This is an optimization exercise on Yosys and OpenROAD, whose aim is small area, a short achievable clock period and few clock cycles per item, not a production implementation.
The RTL was checked by simulation tests, not by an equivalence proof against the original design.
No activity file was given, so power comes from the tool's default toggle rates.

[config.mk]
export PLATFORM = sky130hd
export DESIGN_NAME = ir_pulse_capture_replay
export DESIGN_NICKNAME = ir_pulse_capture_replay
export VERILOG_FILES = /design/flow/design.v
export SDC_FILE = /design/flow/constraint.sdc
export NUM_CORES = 4
export LEC_CHECK = 0
export CAP_MARGIN = 20
export CORE_MARGIN = 2
export CORE_UTILIZATION = 60
export CTS_CLUSTER_DIAMETER = 70
export CTS_CLUSTER_SIZE = 30
export PLACE_DENSITY = 0.7
export SLEW_MARGIN = 20
[flow/run.sh]
#!/bin/bash
set -euo pipefail
bash standard.sh finish \
  "BUFFER_PORTS_ARGS=-buffer_cell sky130_fd_sc_hd__buf_4" \
  "SETUP_SLACK_MARGIN=6.6" > flow_make.log 2>&1
[standard.sh]
#!/bin/bash
# synth_recipe.tcl (not shown) runs the flow's synth.tcl, then flattens the netlist and writes it again
# the make line also repeats each setting of config.mk as NAME=value (left out here)
make -C /OpenROAD-flow-scripts/flow DESIGN_CONFIG=/design/flow/config.mk WORK_HOME=/design/flow/orfs CLKGATE_MAP_FILE= SYNTH_SCRIPT=/design/flow/synth_recipe.tcl "${@:-finish}"
[constraint.sdc]
create_clock -name core_clock -period 10.0 [get_ports {clk}]
set_input_delay 2.0000 -clock core_clock [delete_from_list [all_inputs] [get_ports {clk}]]
set_output_delay 2.0000 -clock core_clock [all_outputs]
set_load 0.01 [all_outputs]
[design.v]
package ipcr_pkg;
  localparam int SAMPLES_DEF = 128;
  localparam int SLOTS_DEF = 3;
  localparam logic [14:0] TIMEOUT_RST = 15'd4096;
  localparam logic [14:0] LOW_SAT = 15'h7FFF;
  localparam logic [1:0] FUNC_TICK = 2'd0;
  localparam logic [1:0] FUNC_LEARN = 2'd1;
  localparam logic [1:0] FUNC_REPLAY = 2'd2;
  localparam logic [1:0] MODE_IDLE = 2'd0;
  localparam logic [1:0] MODE_LEARN = 2'd1;
  localparam logic [1:0] MODE_REPLAY = 2'd2;
  localparam int TAP_SH = 3;
  localparam int WTAP_SH = 5;
  localparam int RTAP_SH = 4;
endpackage
module ipcr_ctrl (
  input  logic       clk,
  input  logic       rst_n,
  input  logic       in_valid,
  output logic       in_ready,
  input  logic [4:0] in_cmd,      
  input  logic       pop,
  output logic       hd_valid,
  output logic [4:0] hd_cmd
);
  logic       sd_valid;
  logic [4:0] sd_cmd;
  logic       acc;
  logic       hv_nxt, sv_nxt;
  assign acc = in_valid && in_ready;
  always_comb begin
    hv_nxt = hd_valid;
    sv_nxt = sd_valid;
    if (!hd_valid || pop) begin
      hv_nxt = sd_valid || acc;
      sv_nxt = sd_valid && acc;
    end else if (acc) begin
      sv_nxt = 1'b1;
    end
  end
  always_ff @(posedge clk) begin
    if (!rst_n) begin
      hd_valid <= 1'b0;
      sd_valid <= 1'b0;
      in_ready <= 1'b1;
    end else begin
      hd_valid <= hv_nxt;
      sd_valid <= sv_nxt;
      in_ready <= !(hv_nxt && sv_nxt);
    end
  end
  always_ff @(posedge clk) begin
    if (!hd_valid || pop) begin
      hd_cmd <= sd_valid ? sd_cmd : in_cmd;
    end
    if (acc && hd_valid && (sd_valid || !pop)) begin
      sd_cmd <= in_cmd;
    end
  end
endmodule
module ipcr_dp #(
  parameter int SAMPLES = ipcr_pkg::SAMPLES_DEF,
  parameter int TAP_SH = ipcr_pkg::RTAP_SH,
  parameter int WTAP_SH = ipcr_pkg::WTAP_SH
) (
  input  logic                          clk,
  input  logic [(SAMPLES>>WTAP_SH)-1:0] wsel,
  input  logic [14:0]                   wdata,
  output logic [(SAMPLES>>TAP_SH)*15-1:0] taps
);
  localparam int NT = SAMPLES >> TAP_SH;
  localparam int SP = 1 << TAP_SH;
  localparam int NW = SAMPLES >> WTAP_SH;
  localparam int WSP = 1 << WTAP_SH;
  logic [SAMPLES*15-1:0] ring;
  logic [SAMPLES*15-1:0] ring_nxt;
  always_comb begin
    ring_nxt = {ring[14:0], ring[SAMPLES*15-1:15]};
    for (int j = 0; j < NW; j++) begin
      if (wsel[j]) begin
        ring_nxt[((j * WSP + SAMPLES - 1) % SAMPLES) * 15 +: 15] = wdata;
      end
    end
  end
  always_ff @(posedge clk) begin
    ring <= ring_nxt;
  end
  always_comb begin
    for (int j = 0; j < NT; j++) begin
      taps[j*15 +: 15] = ring[(j * SP) * 15 +: 15];
    end
  end
endmodule
module ir_pulse_capture_replay #(
  parameter int SAMPLES = ipcr_pkg::SAMPLES_DEF,
  parameter int SLOTS = ipcr_pkg::SLOTS_DEF
) (
  input  logic        clk,
  input  logic        rst_n,
  input  logic        in_tvalid,
  output logic        in_tready,
  input  logic [7:0]  in_tdata,     
  input  logic [1:0]  in_tuser,     
  output logic        out_tvalid,
  input  logic        out_tready,
  output logic [15:0] out_tdata,    
  input  logic        cfg_wr_en,
  input  logic [14:0] cfg_wr_data
);
  localparam int SH = ipcr_pkg::TAP_SH;
  localparam int WN = 1 << SH;          
  localparam int RSH = ipcr_pkg::RTAP_SH;
  localparam int NT = 128 >> RSH;       
  localparam int TW = (NT > 1) ? $clog2(NT) : 1;
  localparam int WSH = ipcr_pkg::WTAP_SH;
  localparam int NWT = 128 >> WSH;      
  localparam int WTW = (NWT > 1) ? $clog2(NWT) : 1;
  logic       hd_valid;
  logic [4:0] hd_cmd;
  logic       go;
  ipcr_ctrl u_in (
    .clk      (clk),
    .rst_n    (rst_n),
    .in_valid (in_tvalid),
    .in_ready (in_tready),
    .in_cmd   ({in_tuser, in_tdata[2:0]}),
    .pop      (go),
    .hd_valid (hd_valid),
    .hd_cmd   (hd_cmd)
  );
  logic [1:0] h_func;
  logic       h_lvl;
  logic [1:0] h_slot;
  assign h_func = hd_cmd[4:3];
  assign h_lvl = hd_cmd[2];
  assign h_slot = hd_cmd[1:0];
  logic [1:0]      mode_r, mode_nxt;
  logic [1:0]      act_r, act_nxt;
  logic [7:0]      idx_r, idx_nxt;
  logic [14:0]     tick_r, tick_nxt;
  logic            awt_r, awt_nxt;      
  logic [14:0]     tmo_r;
  logic [2:0][7:0] fill_r;
  logic [7:0]      fill_nxt;
  logic            fill_we;
  logic [6:0]      ring_t;
  logic [6:0]      win_lo;
  logic [WN-1:0][14:0] win_r;
  logic [WN-1:0]   dirty_r;             
  logic [WN-1:0]   vld_r;               
  logic        o0_v, o1_v;
  logic [10:0] o0_d, o1_d;
  logic [2:0][NWT-1:0]   wsel;
  logic [2:0][NT*15-1:0] taps;
  logic [14:0]           flush_word;
  for (genvar s = 0; s < 3; s++) begin : g_slot
    ipcr_dp #(.SAMPLES(128), .TAP_SH(RSH), .WTAP_SH(WSH)) u_ring (
      .clk   (clk),
      .wsel  (wsel[s]),
      .wdata (flush_word),
      .taps  (taps[s])
    );
  end
  logic [6:0]      win_d;
  logic [6-SH:0]   pass_d;
  logic [SH-1:0]   pass_e;
  logic [TW-1:0]   pass_tap;
  logic            pass_wr;
  logic            pass_rd;
  logic [WTW-1:0]  pass_wtap;
  logic [14:0]     pass_word;
  logic [SH-1:0]   cur_e;
  logic [14:0]     cur_word;
  logic [6:0]    wd_hold, wd_rep, wd_lrn;
  logic [6-SH:0] pd_hold, pd_adv, pd_rep, pd_lrn;
  assign wd_hold = win_d - 7'd1;
  assign wd_rep = ~ring_t;
  assign wd_lrn = ~ring_t - 7'(WN);
  assign pd_hold = wd_hold[6:SH] + ((wd_hold[SH-1:0] != '0) ? 1'b1 : 1'b0);
  assign pd_adv = win_d[6:SH] + ((win_d[SH-1:0] != '0) ? 1'b1 : 1'b0);
  assign pd_rep = wd_rep[6:SH] + ((wd_rep[SH-1:0] != '0) ? 1'b1 : 1'b0);
  assign pd_lrn = wd_lrn[6:SH] + ((wd_lrn[SH-1:0] != '0) ? 1'b1 : 1'b0);
  assign pass_e = ring_t[SH-1:0];
  assign pass_tap = TW'(pass_d[6-SH:RSH-SH]);
  assign pass_rd = (pass_d[RSH-SH-1:0] == '0);
  assign pass_wr = (pass_d[WSH-SH-1:0] == '0);
  assign pass_wtap = WTW'(pass_d[6-SH:WSH-SH]);
  assign flush_word = win_r[pass_e];
  assign cur_e = win_lo[SH-1:0];
  assign cur_word = win_r[cur_e];
  logic [NT-1:0]   ptap_oh;
  logic [2:0][14:0] slot_word;
  always_comb begin
    for (int j = 0; j < NT; j++) begin
      ptap_oh[j] = (pass_tap == TW'(j));
    end
    pass_word = '0;
    for (int s = 0; s < 3; s++) begin
      slot_word[s] = '0;
      for (int j = 0; j < NT; j++) begin
        slot_word[s] = slot_word[s] | ({15{ptap_oh[j]}} & taps[s][j*15 +: 15]);
      end
      pass_word = pass_word | ({15{act_r == 2'(s)}} & slot_word[s]);
    end
  end
  logic [7:0]  fill_act;
  logic [7:0]  idx_inc;
  logic        phase;
  logic        is_tick, is_start;
  logic        learn_wr;
  logic        fetch;
  logic        stall;
  logic        pf;
  logic        win_adv;
  logic        fetch_end;
  logic        res_car, res_done;
  logic        any_dirty;
  logic        cur_vld_r, cur_dirty_r, any_dirty_r, tick1_r, last_r;
  logic [SH-1:0] cur_e1;
  logic        cap_now, flush_now;
  logic        spec_r, arm, hit, start_reset;
  assign fill_act = fill_r[act_r];
  assign idx_inc = idx_r + 8'd1;
  assign phase = idx_r[0];
  assign any_dirty = any_dirty_r;
  assign cur_e1 = cur_e + 1'b1;
  assign cap_now = (mode_r == ipcr_pkg::MODE_REPLAY) || spec_r;
  assign hit = spec_r && h_func == ipcr_pkg::FUNC_REPLAY && h_slot == act_r;
  assign start_reset = go && is_start && !hit;
  assign arm = mode_r == ipcr_pkg::MODE_IDLE && !any_dirty_r && !spec_r && !(go && is_start);
  assign flush_now = dirty_r[pass_e] && pass_wr;
  assign is_tick = (h_func == ipcr_pkg::FUNC_TICK);
  assign is_start = (h_func == ipcr_pkg::FUNC_LEARN || h_func == ipcr_pkg::FUNC_REPLAY) &&
                    (h_slot != 2'd3);
  assign learn_wr = is_tick && mode_r == ipcr_pkg::MODE_LEARN && !awt_r && (phase ? !h_lvl : h_lvl);
  assign fetch = is_tick && mode_r == ipcr_pkg::MODE_REPLAY && tick1_r;
  assign stall = (is_start && any_dirty) ||
                 (learn_wr && cur_dirty_r) ||
                 (is_tick && mode_r == ipcr_pkg::MODE_REPLAY && awt_r) ||
                 (fetch && !cur_vld_r);
  assign go = hd_valid && !o1_v && !stall;
  assign pf = mode_r == ipcr_pkg::MODE_REPLAY && awt_r && cur_vld_r && !(go && is_start);
  assign fetch_end = last_r || (!phase && cur_word == ipcr_pkg::LOW_SAT);
  always_comb begin
    mode_nxt = mode_r;
    act_nxt = act_r;
    idx_nxt = idx_r;
    tick_nxt = tick_r;
    awt_nxt = awt_r;
    fill_nxt = (idx_inc > fill_act) ? idx_inc : fill_act;
    fill_we = 1'b0;
    win_adv = 1'b0;
    res_car = 1'b0;
    res_done = 1'b0;
    if (pf) begin
      tick_nxt = cur_word;
      awt_nxt = 1'b0;
      win_adv = 1'b1;
    end
    if (go) begin
      if (is_start) begin
        act_nxt = h_slot;
        idx_nxt = 8'd0;
        tick_nxt = 15'd0;
        awt_nxt = 1'b1;
        if (h_func == ipcr_pkg::FUNC_LEARN) begin
          mode_nxt = ipcr_pkg::MODE_LEARN;
        end else if (fill_r[h_slot] == 8'd0) begin
          mode_nxt = ipcr_pkg::MODE_IDLE;
          res_done = 1'b1;
        end else begin
          mode_nxt = ipcr_pkg::MODE_REPLAY;
        end
        if (hit && cur_vld_r) begin
          tick_nxt = cur_word;
          awt_nxt = 1'b0;
          win_adv = 1'b1;
        end
      end else if (is_tick && mode_r == ipcr_pkg::MODE_LEARN) begin
        if (awt_r) begin
          if (!h_lvl) begin
            awt_nxt = 1'b0;
            tick_nxt = 15'd1;
          end
        end else if (learn_wr) begin
          win_adv = 1'b1;
          fill_we = 1'b1;
          idx_nxt = idx_inc;
          if (idx_inc[7]) begin
            mode_nxt = ipcr_pkg::MODE_IDLE;
            res_done = 1'b1;
          end else begin
            tick_nxt = 15'd1;
            if (!phase && tmo_r == 15'd0) begin
              fill_nxt = idx_inc;
              idx_nxt = 8'd128;
              mode_nxt = ipcr_pkg::MODE_IDLE;
              res_done = 1'b1;
            end
          end
        end else if (!phase) begin
          if (tick_r != ipcr_pkg::LOW_SAT) begin
            tick_nxt = tick_r + 15'd1;
          end
        end else begin
          tick_nxt = tick_r + 15'd1;
          if (tick_r >= tmo_r) begin
            fill_we = 1'b1;
            fill_nxt = idx_r;
            idx_nxt = 8'd128;
            mode_nxt = ipcr_pkg::MODE_IDLE;
            res_done = 1'b1;
          end
        end
      end else if (is_tick && mode_r == ipcr_pkg::MODE_REPLAY) begin
        res_car = !phase;
        tick_nxt = tick_r - 15'd1;
        if (fetch) begin
          win_adv = 1'b1;
          idx_nxt = idx_inc;
          tick_nxt = cur_word;
          if (fetch_end) begin
            mode_nxt = ipcr_pkg::MODE_IDLE;
            res_done = 1'b1;
          end
        end
      end
    end
  end
  always_comb begin
    for (int s = 0; s < 3; s++) begin
      for (int j = 0; j < NWT; j++) begin
        wsel[s][j] = dirty_r[pass_e] && pass_wr && act_r == 2'(s) && pass_wtap == WTW'(j);
      end
    end
  end
  always_ff @(posedge clk) begin
    if (!rst_n) begin
      mode_r <= ipcr_pkg::MODE_IDLE;
      act_r <= 2'd0;
      idx_r <= 8'd0;
      tmo_r <= ipcr_pkg::TIMEOUT_RST;
      ring_t <= 7'd0;
      dirty_r <= '0;
      vld_r <= '0;
      spec_r <= 1'b0;
      for (int s = 0; s < 3; s++) begin
        fill_r[s] <= 8'd0;
      end
    end else begin
      mode_r <= mode_nxt;
      act_r <= act_nxt;
      idx_r <= idx_nxt;
      ring_t <= ring_t + 7'd1;
      if (cfg_wr_en) begin
        tmo_r <= cfg_wr_data;
      end
      if (fill_we) begin
        fill_r[act_r] <= fill_nxt;
      end
      if (dirty_r[pass_e] && pass_wr) begin
        dirty_r[pass_e] <= 1'b0;
      end
      if (go && learn_wr) begin
        dirty_r[cur_e] <= 1'b1;
      end
      if (cap_now && pass_rd) begin
        vld_r[pass_e] <= 1'b1;
      end
      if (win_adv) begin
        vld_r[cur_e] <= 1'b0;
      end
      if (start_reset || arm) begin
        vld_r <= '0;
      end
      if (go && is_start) begin
        spec_r <= 1'b0;
      end else if (arm) begin
        spec_r <= 1'b1;
      end
    end
  end
  always_ff @(posedge clk) begin
    if (!rst_n) begin
      any_dirty_r <= 1'b0;
      cur_dirty_r <= 1'b0;
    end else begin
      any_dirty_r <= |(dirty_r & ~(WN'(flush_now) << pass_e)) || (go && learn_wr);
      if (win_adv) begin
        cur_dirty_r <= dirty_r[cur_e1] && !(flush_now && pass_e == cur_e1);
      end else begin
        cur_dirty_r <= dirty_r[cur_e] && !(flush_now && pass_e == cur_e);
      end
    end
  end
  always_ff @(posedge clk) begin
    if (start_reset || arm) begin
      cur_vld_r <= 1'b0;
    end else if (win_adv) begin
      cur_vld_r <= vld_r[cur_e1] || (cap_now && pass_rd && pass_e == cur_e1);
    end else begin
      cur_vld_r <= vld_r[cur_e] || (cap_now && pass_rd && pass_e == cur_e);
    end
    if (pf || (go && fetch) || (go && hit && cur_vld_r)) begin
      tick1_r <= (cur_word == 15'd1);
    end else if (go && is_tick && mode_r == ipcr_pkg::MODE_REPLAY) begin
      tick1_r <= (tick_r == 15'd2);
    end
    if (go && is_start) begin
      last_r <= (fill_r[h_slot] == 8'd1);
    end else if (go && fetch) begin
      last_r <= (idx_r + 8'd2 == fill_act);
    end
  end
  always_ff @(posedge clk) begin
    tick_r <= tick_nxt;
    awt_r <= awt_nxt;
    if (start_reset) begin
      win_lo <= (h_func == ipcr_pkg::FUNC_LEARN) ? 7'(128 - WN) : 7'd0;
      win_d <= (h_func == ipcr_pkg::FUNC_LEARN) ? wd_lrn : wd_rep;
      pass_d <= (h_func == ipcr_pkg::FUNC_LEARN) ? pd_lrn : pd_rep;
    end else if (arm) begin
      win_lo <= 7'd0;
      win_d <= wd_rep;
      pass_d <= pd_rep;
    end else if (win_adv) begin
      win_lo <= win_lo + 7'd1;
      pass_d <= pd_adv;
    end else begin
      win_d <= wd_hold;
      pass_d <= pd_hold;
    end
    if (cap_now && pass_rd) begin
      win_r[pass_e] <= pass_word;
    end
    if (go && learn_wr) begin
      win_r[cur_e] <= tick_r;
    end
  end
  logic [10:0] res;
  logic        pop_o;
  assign res = {idx_nxt, res_done, (mode_nxt != ipcr_pkg::MODE_IDLE), res_car};
  assign pop_o = o0_v && out_tready;
  always_ff @(posedge clk) begin
    if (!rst_n) begin
      o0_v <= 1'b0;
      o1_v <= 1'b0;
    end else begin
      if (!o0_v || pop_o) begin
        o0_v <= o1_v || go;
        o1_v <= 1'b0;
      end else if (go) begin
        o1_v <= 1'b1;
      end
    end
  end
  always_ff @(posedge clk) begin
    if (!o0_v || pop_o) begin
      o0_d <= o1_v ? o1_d : res;
    end
    if (go && o0_v && !pop_o) begin
      o1_d <= res;
    end
  end
  assign out_tvalid = o0_v;
  assign out_tdata = {5'b0, o0_d};
endmodule
==> results of run 1 <==
[routing by layer]
metal  routed length [um]  GRT usage
met4                 7270     0.0625
met3                11900     0.0323
met5                   13          0
met2                97900      0.292
met1               112000      0.291
[flip-flops by register name, indices dropped and copies added, names as in the netlist, 7 cells and up]
signal / cells
dirty_r: 8
fill_r: 24
g_slot.u_ring.ring: 5760
idx_r: 8
o0_d: 11
o1_d: 11
ring_t: 7
tick_r: 15
tmo_r: 15
vld_r: 8
win_d: 7
win_r: 120
[stage by stage]
step,area [um^2],utilization,total power [W]
floorplan,137000,-,0.0255
global placement,141000,0.619,0.0261
detailed placement,141000,0.619,0.0261
CTS,148000,0.650,0.0370
global route,148000,0.652,0.0380
finish,148000,0.652,0.0368
[report_power, final]
group          internal, W  switching [W]
Sequential          0.0242       0.000126
Combinational     0.000418       0.000953
Clock              0.00436        0.00681
[cell usage after synthesis (all sizes together) (7+ instances only)]
cell type,n
a211oi,13
o2111ai,9
a22oi,124
and4,12
nand3,57
inv,68
o2bb2ai,15
nand2b,13
o21a,7
dfxtp,5983
or3,9
a221oi,19
nand4b,8
a21o,7
clkbuf,125
mux2,19
o22ai,26
a31oi,19
and2,19
mux2i,131
nor3,43
o21ai,192
edfxtp,44
buf,129
nor2b,10
and3,14
a22o,39
nor4,18
a21oi,302
ha,57
o211ai,21
xnor2,33
and4b,9
xor2,29
nand4,35
o221ai,8
mux4,73
a221o,20
nand2,244
o31ai,13
nor2,352
[what timing repair did]
action                                  CTS  global route
endpoints found under the setup margin  367           145
resized for setup                        83            37
buffers inserted                         17            18
pin swaps                                11             9
cloned                                    1             3
[worst reg2reg max path, stage by stage (launching register included)]
cell,delay [ns]
dfxtp_2,0.33
buf_6,0.35
nor3b_4,0.12
buf_4,0.30
a22o_1,0.32
o31ai_2,0.75
and3_2,0.60
o21ai_0,0.19
a221o_1,0.31
[final cells by class]
cell class,count,share of cell area
flip-flops and latches,6027,0.818
multi-input cells,2125,0.101
clock buffers,236,0.0395
well taps,3009,0.0254
repair buffers,155,0.00934
clock inverters,42,0.00504
inverters,69,0.00180
diodes,2,0.0000338
[layout by cell type, fill, tap and decap left out, types with 12 or more instances in the layout]
cell type	netlist	final
o21ai_0	173	172
o22ai_1	26	26
nor4_1	14	13
dfxtp_1	5983	5967
nand4_1	33	33
nor2_4	0	17
mux2i_1	131	126
buf_4	22	116
a31oi_1	19	17
nand3_1	55	53
nand2b_1	13	13
xor2_1	28	28
a221oi_1	18	18
dfxtp_2	0	12
buf_6	12	28
xnor2_1	33	31
clkbuf_16	0	234
o211ai_1	21	21
o21ai_1	12	12
nand2_1	238	238
a22oi_1	124	124
mux4_2	73	73
o2bb2ai_1	15	15
and3_1	14	12
nor2_1	352	333
and2_1	19	17
inv_1	65	64
mux2_2	19	19
a22o_1	39	39
ha_1	57	54
edfxtp_1	44	44
a21oi_1	300	296
nor3_1	36	32
a221o_1	20	16
[cells by family (layout without fill, tap and decap cells)]
| logic type | count (synthesis) | in the layout |
|---|---|---|
| DFF | 6027 | 6027 |
| AOI/OAI and AO/OA | 899 | 900 |
| and+or+nand+nor | 875 | 877 |
| buffers and inverters | 323 | 502 |
| muxes | 223 | 223 |
| xor gates and xnor gates | 62 | 62 |
| adders and majority gates | 58 | 58 |
| other | 1 | 7 |
[how the worst min path moves through the flow]
stage                           startpoint                     endpoint  slack, ns  cells after the start
3_3_place_gp    g_slot[0].u_ring.ring[227]   g_slot[0].u_ring.ring[212]       0.31                      0
5_1_grt        g_slot[2].u_ring.ring[1478]  g_slot[2].u_ring.ring[1463]       0.30                      0
2_1_floorplan    g_slot[0].u_ring.ring[15]     g_slot[0].u_ring.ring[0]       0.31                      0
4_1_cts        g_slot[2].u_ring.ring[1478]  g_slot[2].u_ring.ring[1463]       0.30                      0
6_report       g_slot[2].u_ring.ring[1478]  g_slot[2].u_ring.ring[1463]       0.31                      0
3_5_place_dp   g_slot[0].u_ring.ring[1072]  g_slot[0].u_ring.ring[1057]       0.31                      0
==> out/results.tsv, run 1 <==
metric	value	unit
status	finished clean	
core	227000	um^2
power.density	249	nW/um^2
cp_num_cells	1	
holdCritPathClass	flop to flop	
pin_count	48	
synth-simple-area-share	0.0304	
muxShareOfSynthArea	0.0231	
fillers	15600	
synth-warning-count	3	
wirelength	229	mm
worst_pin_slew	1.21	ns
grt_pass1_vias	57100	
die_h	482	um
clockBufferDepth	3	
fmax	292	MHz
synth_top_area_share	0.874	
holdBufCountCts	0	
r2r_slack	6.62	ns
setup_slack	6.57	ns
crit_path_max_fanout	1	
postRouteAntennaNets	0	
clock_sinks	6027	
end_kind	output pin	
grt_start_max_net_pins	43	
finalCritPeriodShare	0.343	
clk_pin_slew_worst_paths	0.10	ns
grt_usage	0.195	
synth_ff_type	dfxtp_1	
hpwl	133	mm
start_util	0.603	
peakVddDrop	0.000241	V
drc	0	
die_w	482	um
synth_compound_area_frac	0.0425	
leakage	57.6	nW
worstSkewPairLatency	0.92	ns
syn_area_per_cell	16.2	um^2
synth_seq_cells	6027	
r2r-end	win_r[54]	
fin_cells	11700	
skew	0.0550	ns
viasPerCell	4.95	
layout-drive-gt1-share	0.0775	
setup.worst_path.start	o0_d[2]	
cpMaxStageDelayCell	edfxtp_1	
syn_area	137000	um^2
place_congestion	0.859	
maxSlewHeadroom	0.189	
synth_fa_ha_area_frac	0.00528	
max-cap-violations	0	
slowest_delay	0.40	ns
io_buffers	37	
multiInputGateArea	15000	um^2
cts_buffers	232	
fin_crit	3.43	ns
ff_latch_area	121000	um^2
crit_type	flop to output pin	
synthTopCellsByArea	dfxtp_1, mux4_2, a21oi_1, edfxtp_1, nor2_1	
grt_pass1_wl	342	mm
arrival	1.43	ns
nets	8697	
dieArea	232000	um^2
setup_viol_count_final	0	
start_kind	flop	
grt_overflow	0	
ff2ff_path_depth	8	
first_pass_iters	6	
cp_top_family	flip-flops	
crit_buf_inv	1	
vias	57700	
antenna_found_initial	4	
synth_cell_types	106	
cts-root-buf	clkbuf_16	
pre_cts_ws	5.68	ns
rows	175	
syn_inst	8468	
crit_path_end	out_tdata[2]	
synth_top_family_by_area	compound AO/OA/AOI/OAI gates	
rsz0062_at_grt	true	
drt_iter0_drc	4463	
cts_tree	done	
yosysTopAreaCell	dfxtp_1	
hold_viol	0	
crit_chain	buf_6	
syn_to_final_growth	8.08	%
wl_per_cell	19.6	um
h-tree-depth	4	
async_reset_ff_frac	0	
hold_ws	0.308	ns
synth_edf_count	44	
maxSlewViolCount	0	
synth-seq-area-share	0.884	
post-place-cells	11300	
timing.setup.tns	0	ns
r2r_start	pass_d[2]	
crit_required	8.00	ns
synth_xor_area_frac	0.00402	
Testbench counts, summed over its fixed seeds: cycles 202,650, items 201,555.
==> run 2: changes to the inputs <==
--- a/design.v
+++ b/design.v
@@ -150,4 +150,4 @@
   logic [WN-1:0]   vld_r;               
-  logic        o0_v, o1_v;
-  logic [10:0] o0_d, o1_d;
+  logic        o0_v;
+  logic        busy_r, done_r, car_r;
   logic [2:0][NWT-1:0]   wsel;
@@ -240,3 +240,3 @@
                  (fetch && !cur_vld_r);
-  assign go = hd_valid && !o1_v && !stall;
+  assign go = hd_valid && (!o0_v || out_tready) && !stall;
   assign pf = mode_r == ipcr_pkg::MODE_REPLAY && awt_r && cur_vld_r && !(go && is_start);
@@ -439,5 +439,3 @@
   end
-  logic [10:0] res;
-  logic        pop_o;
-  assign res = {idx_nxt, res_done, (mode_nxt != ipcr_pkg::MODE_IDLE), res_car};
+  logic pop_o;
   assign pop_o = o0_v && out_tready;
@@ -446,18 +444,14 @@
       o0_v <= 1'b0;
-      o1_v <= 1'b0;
+      busy_r <= 1'b0;
+      done_r <= 1'b0;
+      car_r <= 1'b0;
     end else begin
       if (!o0_v || pop_o) begin
-        o0_v <= o1_v || go;
-        o1_v <= 1'b0;
-      end else if (go) begin
-        o1_v <= 1'b1;
+        o0_v <= go;
+      end
+      if (go) begin
+        busy_r <= (mode_nxt != ipcr_pkg::MODE_IDLE);
+        done_r <= res_done;
+        car_r <= res_car;
       end
-    end
-  end
-  always_ff @(posedge clk) begin
-    if (!o0_v || pop_o) begin
-      o0_d <= o1_v ? o1_d : res;
-    end
-    if (go && o0_v && !pop_o) begin
-      o1_d <= res;
     end
@@ -465,3 +459,3 @@
   assign out_tvalid = o0_v;
-  assign out_tdata = {5'b0, o0_d};
+  assign out_tdata = {5'b0, idx_r, done_r, busy_r, car_r};
 endmodule
==> out/results.tsv, run 2 <==
metric	value	unit	change
holdCritPathClass	flop to flop		
core	225000	um^2	-1.1%
hpwl	129	mm	-3.0%
cts_tree	done		
arrival	1.47	ns	+0.04 ns
combPwrFrac	0.065		+0.028
fmax	289	MHz	-1.1%
synth_top_family_by_area	compound AO/OA/AOI/OAI gates		
synth_seq_cells	6007		-0.33%
skew	0.0448	ns	-0.0102 ns
syn_inst	8359		-1.3%
clk_pin_slew_worst_paths	0.10	ns	about the same
crit_path_max_fanout	2		+1
worst_pin_slew	0.986	ns	-0.222 ns
r2r_start	pass_d[1]		
power.density	273	nW/um^2	+9.8%
layout-drive-gt1-share	0.0761		-0.00148
clockBufferDepth	3		unchanged
postRouteAntennaNets	0		unchanged
grt_start_max_net_pins	64		+49%
synth_edf_count	22		-50%
setup.worst_path.start	idx_r[0]		
layout_commonest_cell	dfxtp_1		
largest_register_ffs	5760		unchanged
max-cap-violations	0		unchanged
p_seq_frac	0.657		-0.002
fin_crit	3.47	ns	+0.0379 ns
rows	174		-0.57%
synth_top_area_share	0.882		+0.00841
rsz0062_at_grt	true		
start_util	0.604		+0.000792
synth-warning-count	3		unchanged
fillers	15300		-1.6%
min_from	g_slot[0].u_ring.ring[467]		
hold_viol	0		unchanged
syn_area	136000	um^2	-0.92%
largestRegisters	g_slot.u_ring.ring: 5760 flops, win_r: 120 flops, fill_r: 24 flops		
h-tree-depth	4		unchanged
io_buffers	37		unchanged
synth_xor_area_frac	0.00444		+0.000424
worstSkewPairLatency	0.91	ns	about the same
antenna_found_initial	7		+3
p_sw	0.00921	W	+17%
wl_per_cell	19.3	um	-1.5%
crit_type	flop to output pin		
synth-simple-area-share	0.0281		-0.00231
synth_ff_type	dfxtp_1		
synth_fa_ha_area_frac	0.00533		+0.0000490
peakVddDrop	0.000212	V	-12%
swShare	0.230		+0.0158
maxSlewViolCount	0		unchanged
synth-seq-area-share	0.887		+0.00364
status	finished clean		
muxShareOfSynthArea	0.0241		+0.000934
design_area	147000	um^2	-0.90%
die_w	480	um	-0.46%
synth_common_cells	dfxtp_1, nor2_1, a21oi_1		
syn_to_final_growth	8.10	%	about the same
drc	0		unchanged
clock_sinks	6007		-0.33%
vias	56100		-2.8%
timing.setup.tns	0	ns	unchanged
intPower	0.0308	W	+6.6%
cts-root-buf	clkbuf_16		
layout_common_cells	dfxtp_1, nor2_1, a21oi_1		
yosysTopAreaCell	dfxtp_1		
viasPerCell	4.86		-1.7%
syn_area_per_cell	16.2	um^2	+0.37%
pwr-share-clk	0.278		-0.025
finalCritPeriodShare	0.347		+0.00379
die_h	480	um	-0.46%
first_pass_iters	7		+1
synth_cell_types	103		-2.8%
pin_count	48		unchanged
place_congestion	0.850		-0.94%
end_kind	output pin		
crit_required	8.00	ns	about the same
grt_pass1_vias	55700		-2.5%
maxSlewHeadroom	0.324		+0.135
wirelength	223	mm	-2.5%
setup_viol_count_final	0		unchanged
leakage	57.7	nW	about the same
synth_compound_area_frac	0.0406		-0.00195
grt_usage	0.192		-0.00286
grt_pass1_wl	336	mm	-2.0%
yosysMostFrequentCell	dfxtp_1		
start_kind	flop		
cts_buffers	230		-0.86%
p_total	0.0401	W	+8.8%
place_area	139000	um^2	-0.88%
nets	8593		-1.2%
largest-register	g_slot.u_ring.ring		
grt_overflow	0		unchanged
synthTopCellsByArea	dfxtp_1, mux4_2, mux2i_1, a21oi_1, nor2_1		
drt_iter0_drc	4057		-9.1%
async_reset_ff_frac	0		unchanged
dieArea	230000	um^2	-0.91%
run 2: cell count changes after synthesis, sizes merged, moves of 10 or more:
cell     delta
o211ai     -10
mux2i      +21
edfxtp     -22
a22oi      +17
o21ai      +15
nand2      +14
nor2b      +28
nor2       -55
a21oi      -18
nor3       -11
a221oi     +19
buf        -29
o2bb2ai    -13
clkbuf     +18
run 2: cell families (layout without fill, tap and decap cells):
group           Yosys count  after routing
flops                  6007           6007
compound gates          865            865
simple gates            817            818
buf+inv                 308            490
mux                     235            235
xor+xnor                 68             68
fa+ha+maj                58             58
other cells               1              6
run 2: final cells by class:
class / count / area, um^2 / share of cell area
Sequential cell: 6007 / 121000 / 0.821
Clock buffer: 234 / 5840 / 0.0398
Inverter: 65 / 255 / 0.00174
Tap cell: 2992 / 3740 / 0.0255
Multi-Input combinational cell: 2049 / 14300 / 0.0974
Clock inverter: 38 / 707 / 0.00482
Antenna cell: 1 / 2.50 / 0.0000170
Timing Repair Buffer: 153 / 1380 / 0.00940
run 2: final timing paths:
| check | slack, ns | to | cells past startpoint |
|---|---|---|---|
| max | 6.53 | out_tdata[3] | 2 |
| min | 0.31 | g_slot[0].u_ring.ring[452] | 0 |
| max reg2reg | 6.68 | win_r[23] | 9 |
| min reg2reg | 0.31 | g_slot[0].u_ring.ring[452] | 0 |
run 2: worst max-delay path: stages (launching register included):
cell and delay (ns):
dfxtp_2 0.34, buf_12 0.12, buf_6 0.11
run 2: repair_timing:
action / in CTS / in global routing
endpoints found under the setup margin: 311 / 153
gates resized for setup: 90 / 51
pin swaps: 10 / 7
buffers inserted: 29 / 12
hold buffers: 0 / 0
gates cloned: 0 / 1
run 2: power by group through the flow:
stage / logic [W] / registers, W / clock network (W)
detailed placement: 0.00253 / 0.0268 / 0
global placement: 0.00249 / 0.0268 / 0
CTS: 0.00257 / 0.0263 / 0.0114
global route: 0.00277 / 0.0265 / 0.0122
floorplan: 0.00165 / 0.0265 / 0
finish: 0.00261 / 0.0263 / 0.0111
run 2: per-layer routing:
layer	part of all wire	track usage	wire length, um	vias up
met5	0	0	0	-
met4	0.026	0.0560	5780	0
met3	0.051	0.0332	11300	388
met2	0.44	0.296	98000	1245
met1	0.48	0.281	108000	27200
li1	-	-	-	27300
run 2: stage by stage:
step           std cells  hold WS [ns]  setup slack, ns   util
6_report           11500         0.306             6.53  0.653
3_5_place_dp       11200         0.312             5.38  0.620
4_1_cts            11500         0.310             6.46  0.651
3_3_place_gp       11200         0.310             5.43  0.620
5_1_grt            11500         0.307             6.48  0.653
2_1_floorplan       8363         0.310             6.51      -
Testbench counts of run 2, summed over its fixed seeds: cycles 202,650, items 201,555.
==> run 3: changes to the inputs <==
--- a/design.v
+++ b/design.v
@@ -151,3 +151,5 @@
   logic        o0_v;
-  logic        busy_r, done_r, car_r;
+  logic        done_r, car_r;
+  logic [7:0]  out_idx_r;
+  logic        out_busy_r, out_done_r, out_car_r;
   logic [2:0][NWT-1:0]   wsel;
@@ -444,3 +446,2 @@
       o0_v <= 1'b0;
-      busy_r <= 1'b0;
       done_r <= 1'b0;
@@ -452,3 +453,2 @@
       if (go) begin
-        busy_r <= (mode_nxt != ipcr_pkg::MODE_IDLE);
         done_r <= res_done;
@@ -458,4 +458,10 @@
   end
+  always_ff @(posedge clk) begin
+    out_idx_r <= idx_nxt;
+    out_busy_r <= (mode_nxt != ipcr_pkg::MODE_IDLE);
+    out_done_r <= go ? res_done : done_r;
+    out_car_r <= go ? res_car : car_r;
+  end
   assign out_tvalid = o0_v;
-  assign out_tdata = {5'b0, idx_r, done_r, busy_r, car_r};
+  assign out_tdata = {5'b0, out_idx_r, out_done_r, out_busy_r, out_car_r};
 endmodule
==> flow/run.sh (replaced) <==
#!/bin/bash
set -euo pipefail
bash standard.sh finish \
  "BUFFER_PORTS_ARGS=-buffer_cell sky130_fd_sc_hd__buf_4" \
  "SETUP_SLACK_MARGIN=6.75" > flow_make.log 2>&1
==> out/results.tsv, run 3 <==
metric	value	unit	change
status	finished clean		
crit_chain	buf_6		
syn_area	137000	um^2	+0.74%
muxShareOfSynthArea	0.0367		+0.0126
nets	8505		-1.0%
end_kind	output pin		
largestRegisters	g_slot.u_ring.ring: 5760 flops, win_r: 120 flops, fill_r: 24 flops		
viasPerCell	4.92		+1.2%
grt_overflow	0		unchanged
synth_compound_area_frac	0.0350		-0.00553
worstSkewPairLatency	0.91	ns	about the same
h-tree-depth	4		unchanged
whs_endpoint	g_slot[0].u_ring.ring[1563]		
p_total	0.0379	W	-5.3%
synth_edf_count	22		unchanged
die_w	481	um	+0.37%
crit_path_max_fanout	2		unchanged
drc	0		unchanged
cts_tree	done		
layout_commonest_cell	dfxtp_1		
crit_buf_inv	1		-1
crit_type	flop to output pin		
fillers	15400		+0.74%
rows	175		+0.57%
r2r_start	pass_d[2]		
synth-simple-area-share	0.0264		-0.00174
setup_viol_count_final	0		unchanged
r2r_slack	6.74	ns	+0.06 ns
leakage	58.4	nW	+1.3%
multiInputGateArea	15400	um^2	+7.8%
synth_top_area_share	0.877		-0.00503
clockBufferDepth	3		unchanged
largest-register	g_slot.u_ring.ring		
synth_common_cells	dfxtp_1, nand2_1, mux2_2		
slowest_delay	0.34	ns	about the same
power.density	256	nW/um^2	-6.3%
place_congestion	0.872		+2.6%
yosysMostFrequentCell	dfxtp_1		
clock_sinks	6017		+0.17%
cpMaxStageDelayCell	dfxtp_2		
holdCritPathClass	flop to flop		
async_reset_ff_frac	0		unchanged
drt_iter0_drc	4333		+6.8%
synth_top_family_by_area	multiplexers		
arrival	1.35	ns	-0.12 ns
cp_top_family	flip-flops		
ff2ff_path_depth	8		-1
postRouteAntennaNets	0		unchanged
synth_cell_types	101		-1.9%
synth_ff_type	dfxtp_1		
peakVddDrop	0.000219	V	+3.6%
hpwl	138	mm	+6.5%
wirelength	231	mm	+3.8%
io_buffers	37		unchanged
dieArea	232000	um^2	+0.74%
synth_fa_ha_area_frac	0.00538		+0.0000523
die_h	481	um	+0.37%
rsz0062_at_grt	true		
crit_required	8.00	ns	about the same
cp_num_cells	1		-1
max-cap-violations	0		unchanged
syn_area_per_cell	16.6	um^2	+2.0%
layout_common_cells	dfxtp_1, clkbuf_16, nand2_1		
worst_pin_slew	1.19	ns	+0.205 ns
ff_latch_area	121000	um^2	+0.17%
wl_per_cell	20.1	um	+4.3%
antenna_found_initial	12		+5
core	227000	um^2	+0.96%
min_from	g_slot[0].u_ring.ring[1578]		
yosysTopAreaCell	dfxtp_1		
clk_pin_slew_worst_paths	0.10	ns	about the same
start_kind	flop		
vias	56500		+0.66%
grt_start_max_net_pins	47		-27%
syn_inst	8257		-1.2%
setup_slack	6.65	ns	+0.115 ns
maxSlewHeadroom	0.205		-0.119
grt_pass1_wl	345	mm	+2.9%
start_util	0.602		-0.00133
syn_to_final_growth	8.54	%	
synth-seq-area-share	0.882		-0.00507
whs_path_depth	0		unchanged
synthTopCellsByArea	dfxtp_1, mux2_2, mux4_2, a22oi_1, mux2i_1		
pre_cts_ws	5.42	ns	+0.0454 ns
finalCritPeriodShare	0.335		-0.0115
grt_pass1_vias	56100		+0.72%
timing.setup.tns	0	ns	unchanged
largest_register_ffs	5760		unchanged
pin_count	48		unchanged
grt_usage	0.199		+0.00687
maxSlewViolCount	0		unchanged
cts_buffers	234		+1.7%
layout-drive-gt1-share	0.107		+0.0305
synth_seq_cells	6017		+0.17%
cts-root-buf	clkbuf_16		
synth_xor_area_frac	0.00448		+0.0000405
synth-warning-count	3		unchanged
r2r-end	win_r[52]		
hold_viol	0		unchanged
fin_crit	3.35	ns	-0.115 ns
fmax	298	MHz	+3.4%
first_pass_iters	6		-1
holdBufCountCts	0		unchanged
skew	0.0354	ns	-0.00942 ns
## run 3: worst max path at each step
stage	from	end	slack, ns
final	u_in.in_ready	in_tready	6.65
after detailed placement	out_tready	fill_r[20]	5.42
after global placement	out_tready	tick_r[7]	5.44
after global routing	u_in.in_ready	in_tready	6.58
after CTS	u_in.in_ready	in_tready	6.56
after floorplan	out_tready	fill_r[18]	6.34
## run 3: final cells by class
type | count | area share
Antenna cell | 5 | 0.0000843
Timing Repair Buffer | 158 | 0.0102
Tap cell | 3009 | 0.0254
Sequential cell | 6017 | 0.813
Multi-Input combinational cell | 1949 | 0.104
Inverter | 57 | 0.00150
Clock inverter | 44 | 0.00541
Clock buffer | 243 | 0.0404
## run 3: routing by layer
metal / up-vias / share of wire / global-route usage
met4: 0 / 0.037 / 0.0768
met3: 409 / 0.050 / 0.0305
met1: 27600 / 0.49 / 0.297
met2: 1291 / 0.42 / 0.293
met5: - / 0 / 0
li1: 27200 / - / -
## run 3: what timing repair did
action	4_1_cts	5_1_grt
hold endpoints to repair	0	0
setup endpoints to repair	382	107
resized for setup	139	61
pin swaps	6	7
setup buffers	36	13
## run 3: cells by family (layout without fill, tap and decap cells)
group	after synthesis	in the layout
compound gates	699	699
xor+xnor	70	70
fa+ha+maj	59	59
buf+inv	295	502
flops	6017	6017
mux	381	381
other cells	1	10
simple gates	735	735
## run 3: metrics by stage
step           cells  hold slack, ns  cell area (um^2)   util
6_report       11500           0.298            148000  0.654
5_1_grt        11500           0.303            148000  0.654
4_1_cts        11500           0.299            148000  0.652
3_5_place_dp   11100           0.312            140000  0.619
3_3_place_gp   11100           0.310            140000  0.618
2_1_floorplan   8261           0.310            137000      -
## run 3: where the power goes
group | switching [W] | internal (W)
registers | 0.000253 | 0.0242
clock network | 0.00683 | 0.00448
logic | 0.00142 | 0.000754
total | 0.00851 | 0.0294
Testbench counts of run 3, summed over its fixed seeds: cycles 202,650, items 201,555.
==> run 4: changes to the inputs <==
==> flow/run.sh (replaced) <==
#!/bin/bash
set -euo pipefail
bash standard.sh finish \
  "BUFFER_PORTS_ARGS=-buffer_cell sky130_fd_sc_hd__buf_4" \
  "SETUP_SLACK_MARGIN=6.68" > flow_make.log 2>&1
==> out/results.tsv, run 4 <==
metric	value	unit	change
status	finished clean		
r2r_slack	6.70	ns	-0.04 ns
finalCritPeriodShare	0.338		+0.00280
fin_util	0.651		-0.00274
dieArea	232000	um^2	unchanged
viasPerCell	4.91		-0.26%
h-tree-depth	4		unchanged
hold_ws	0.280	ns	-0.0181 ns
vias	56200		-0.50%
synth_common_cells	dfxtp_1, nand2_1, mux2_2		
syn_area_per_cell	16.6	um^2	unchanged
post-place-cells	11100		-0.072%
fin_cells	11500		-0.24%
async_reset_ff_frac	0		unchanged
cts-root-buf	clkbuf_16		
nets	8484		-0.25%
clockBufferDepth	3		unchanged
rows	175		unchanged
fin_crit	3.38	ns	+0.0280 ns
peakVddDrop	0.000203	V	-7.4%
fmax	296	MHz	-0.83%
ff_latch_area	121000	um^2	about the same
wl_per_cell	20.2	um	about the same
cts_buffers	233		-0.43%
antenna_found_initial	11		-1
syn_to_final_growth	8.09	%	
layout-drive-gt1-share	0.101		-0.00559
place_congestion	0.867		-0.57%
end_kind	output pin		
pin_count	48		unchanged
hpwl	137	mm	-0.66%
clk_pin_slew_worst_paths	0.10	ns	about the same
synth_seq_cells	6017		unchanged
synth_edf_count	22		unchanged
leakage	58.1	nW	-0.49%
maxSlewHeadroom	0.229		+0.0247
drt_iter0_drc	4068		-6.1%
core	227000	um^2	unchanged
start_kind	flop		
skew	0.0702	ns	+0.0348 ns
grt_start_max_net_pins	49		+4.3%
crit_required	8.00	ns	about the same
postRouteAntennaNets	0		unchanged
largestRegisters	g_slot.u_ring.ring: 5760 flops, win_r: 120 flops, fill_r: 24 flops		
multiInputGateArea	15200	um^2	-1.3%
crit_chain	buf_6		
worstSkewPairLatency	0.91	ns	about the same
grt_usage	0.198		-0.000757
layout_commonest_cell	dfxtp_1		
arrival	1.38	ns	+0.03 ns
syn_inst	8257		unchanged
setup_viol_count_final	0		unchanged
largest-register	g_slot.u_ring.ring		
first_pass_iters	5		-1
yosysMostFrequentCell	dfxtp_1		
synth-warning-count	3		unchanged
wirelength	231	mm	-0.20%
syn_area	137000	um^2	unchanged
cts_tree	done		
max-cap-violations	0		unchanged
rsz0062_at_grt	true		
io_buffers	37		unchanged
grt_pass1_wl	344	mm	-0.48%
die_h	481	um	unchanged
synth-seq-area-share	0.882		unchanged
grt_overflow	0		unchanged
timing.setup.tns	0	ns	unchanged
synth_cell_types	101		unchanged
holdCritPathClass	flop to flop		
crit_type	flop to output pin		
maxSlewViolCount	0		unchanged
drc	0		unchanged
clock_sinks	6017		unchanged
start_util	0.602		unchanged
largest_register_ffs	5760		unchanged
p_total	0.0379	W	-0.24%
power.density	256	nW/um^2	+0.18%
synth_ff_type	dfxtp_1		
synthTopCellsByArea	dfxtp_1, mux2_2, mux4_2, a22oi_1, mux2i_1		
grt_pass1_vias	55300		-1.4%
cp_top_family	flip-flops		
worst_pin_slew	1.12	ns	-0.0668 ns
synth_top_area_share	0.877		unchanged
die_w	481	um	unchanged
slowest_delay	0.36	ns	+0.02 ns
fillers	15400		-0.42%
crit_path_max_fanout	2		unchanged
cpMaxStageDelayCell	dfxtp_2		
yosysTopAreaCell	dfxtp_1		
hold_viol	0		unchanged
crit_buf_inv	1		unchanged
layout_common_cells	dfxtp_1, clkbuf_16, nand2_1		
[run 4: cell counts after synthesis]
No cell type changed its count.
[run 4: final cells by class]
cell class	instances	area share
antenna	3	0.0000508
clock buffer	237	0.0398
clock inverter	44	0.00508
inverter	57	0.00146
multi-input combinational	1949	0.103
sequential	6017	0.817
tap	3009	0.0255
timing repair buffer	138	0.00852
[run 4: timing repair]
action | CTS | global route
cloned | 0 | 0
pin swaps | 8 | 5
buffers inserted | 23 | 14
resized for setup | 108 | 37
endpoints found under the setup margin | 312 | 152
hold buffers | 0 | 0
[run 4: logic make-up after synthesis]
family / count (synthesis) / synth area share
DFF: 6017 / 0.882
other: 1 / 0.0000274
buffers and inverters: 295 / 0.00974
xor gates and xnor gates: 70 / 0.00448
muxes: 381 / 0.0367
and+or+nand+nor: 735 / 0.0264
adders and majority gates: 59 / 0.00538
AOI/OAI and AO/OA: 699 / 0.0350
[run 4: power breakdown]
group	internal, W	leakage, nW	switching [W]
Clock	0.00440	3.22	0.00683
Sequential	0.0242	48.5	0.000234
Combinational	0.000744	6.37	0.00144
[run 4: per-stage QoR]
step | worst slack, ns | cell area, um^2
5_1_grt | 6.55 | 148000
3_3_place_gp | 5.36 | 140000
3_5_place_dp | 5.35 | 140000
2_1_floorplan | 6.34 | 137000
6_report | 6.62 | 148000
4_1_cts | 6.55 | 148000
[run 4: final timing paths]
kind                                             startpoint                    endpoint  cells after the start
worst max register to register                    pass_d[3]                   win_r[49]                      9
worst min register to register  g_slot[0].u_ring.ring[1002]  g_slot[0].u_ring.ring[987]                      0
worst min-delay path            g_slot[0].u_ring.ring[1002]  g_slot[0].u_ring.ring[987]                      0
worst max-delay path                                   o0_v                  out_tvalid                      1
[run 4: metal layers]
layer  vias to the layer above  track usage  part of all wire
met2                      1264        0.292              0.43
met3                       405       0.0286             0.045
met4                         2       0.0764             0.038
li1                      27100            -                 -
met1                     27400        0.297              0.49
met5                         -            0          0.000056

## re-timing with driven ports
The results above use ideal ports. As a check the final layouts listed here were re-extracted and re-timed, cells and wires unchanged. Step 1: set_driving_cell puts a clkbuf_16 on clk and a buf_2 on each other input, an assumption about the parent block. Step 2 adds t to the input delays and takes it off the output delays; t is the mean of the earliest and latest rising clock arrival at the registers after step 1. Input paths then give back, and output paths get back, about the clock's delay inside the block. Three values: ideal ports, drivers, drivers and shift; two values: the first two.
run	t (ns)	setup slack, ns	worst slew at a driven data input, ns	pins driven straight from the clock port
run 1	0.980	6.572 / 6.484 / 6.252	0.04	1
run 2	0.979	6.534 / 6.445 / 5.802	0.04	1
run 3	0.989	6.649 / 6.547 / 5.819	0.05	1
run 4	0.972	6.621 / 6.530 / 5.771	0.04	1
After both steps every run listed still meets setup and hold. For run 4, which loses most, drivers alone change the setup slack by -0.091 ns; drivers and shift together by -0.850 ns.
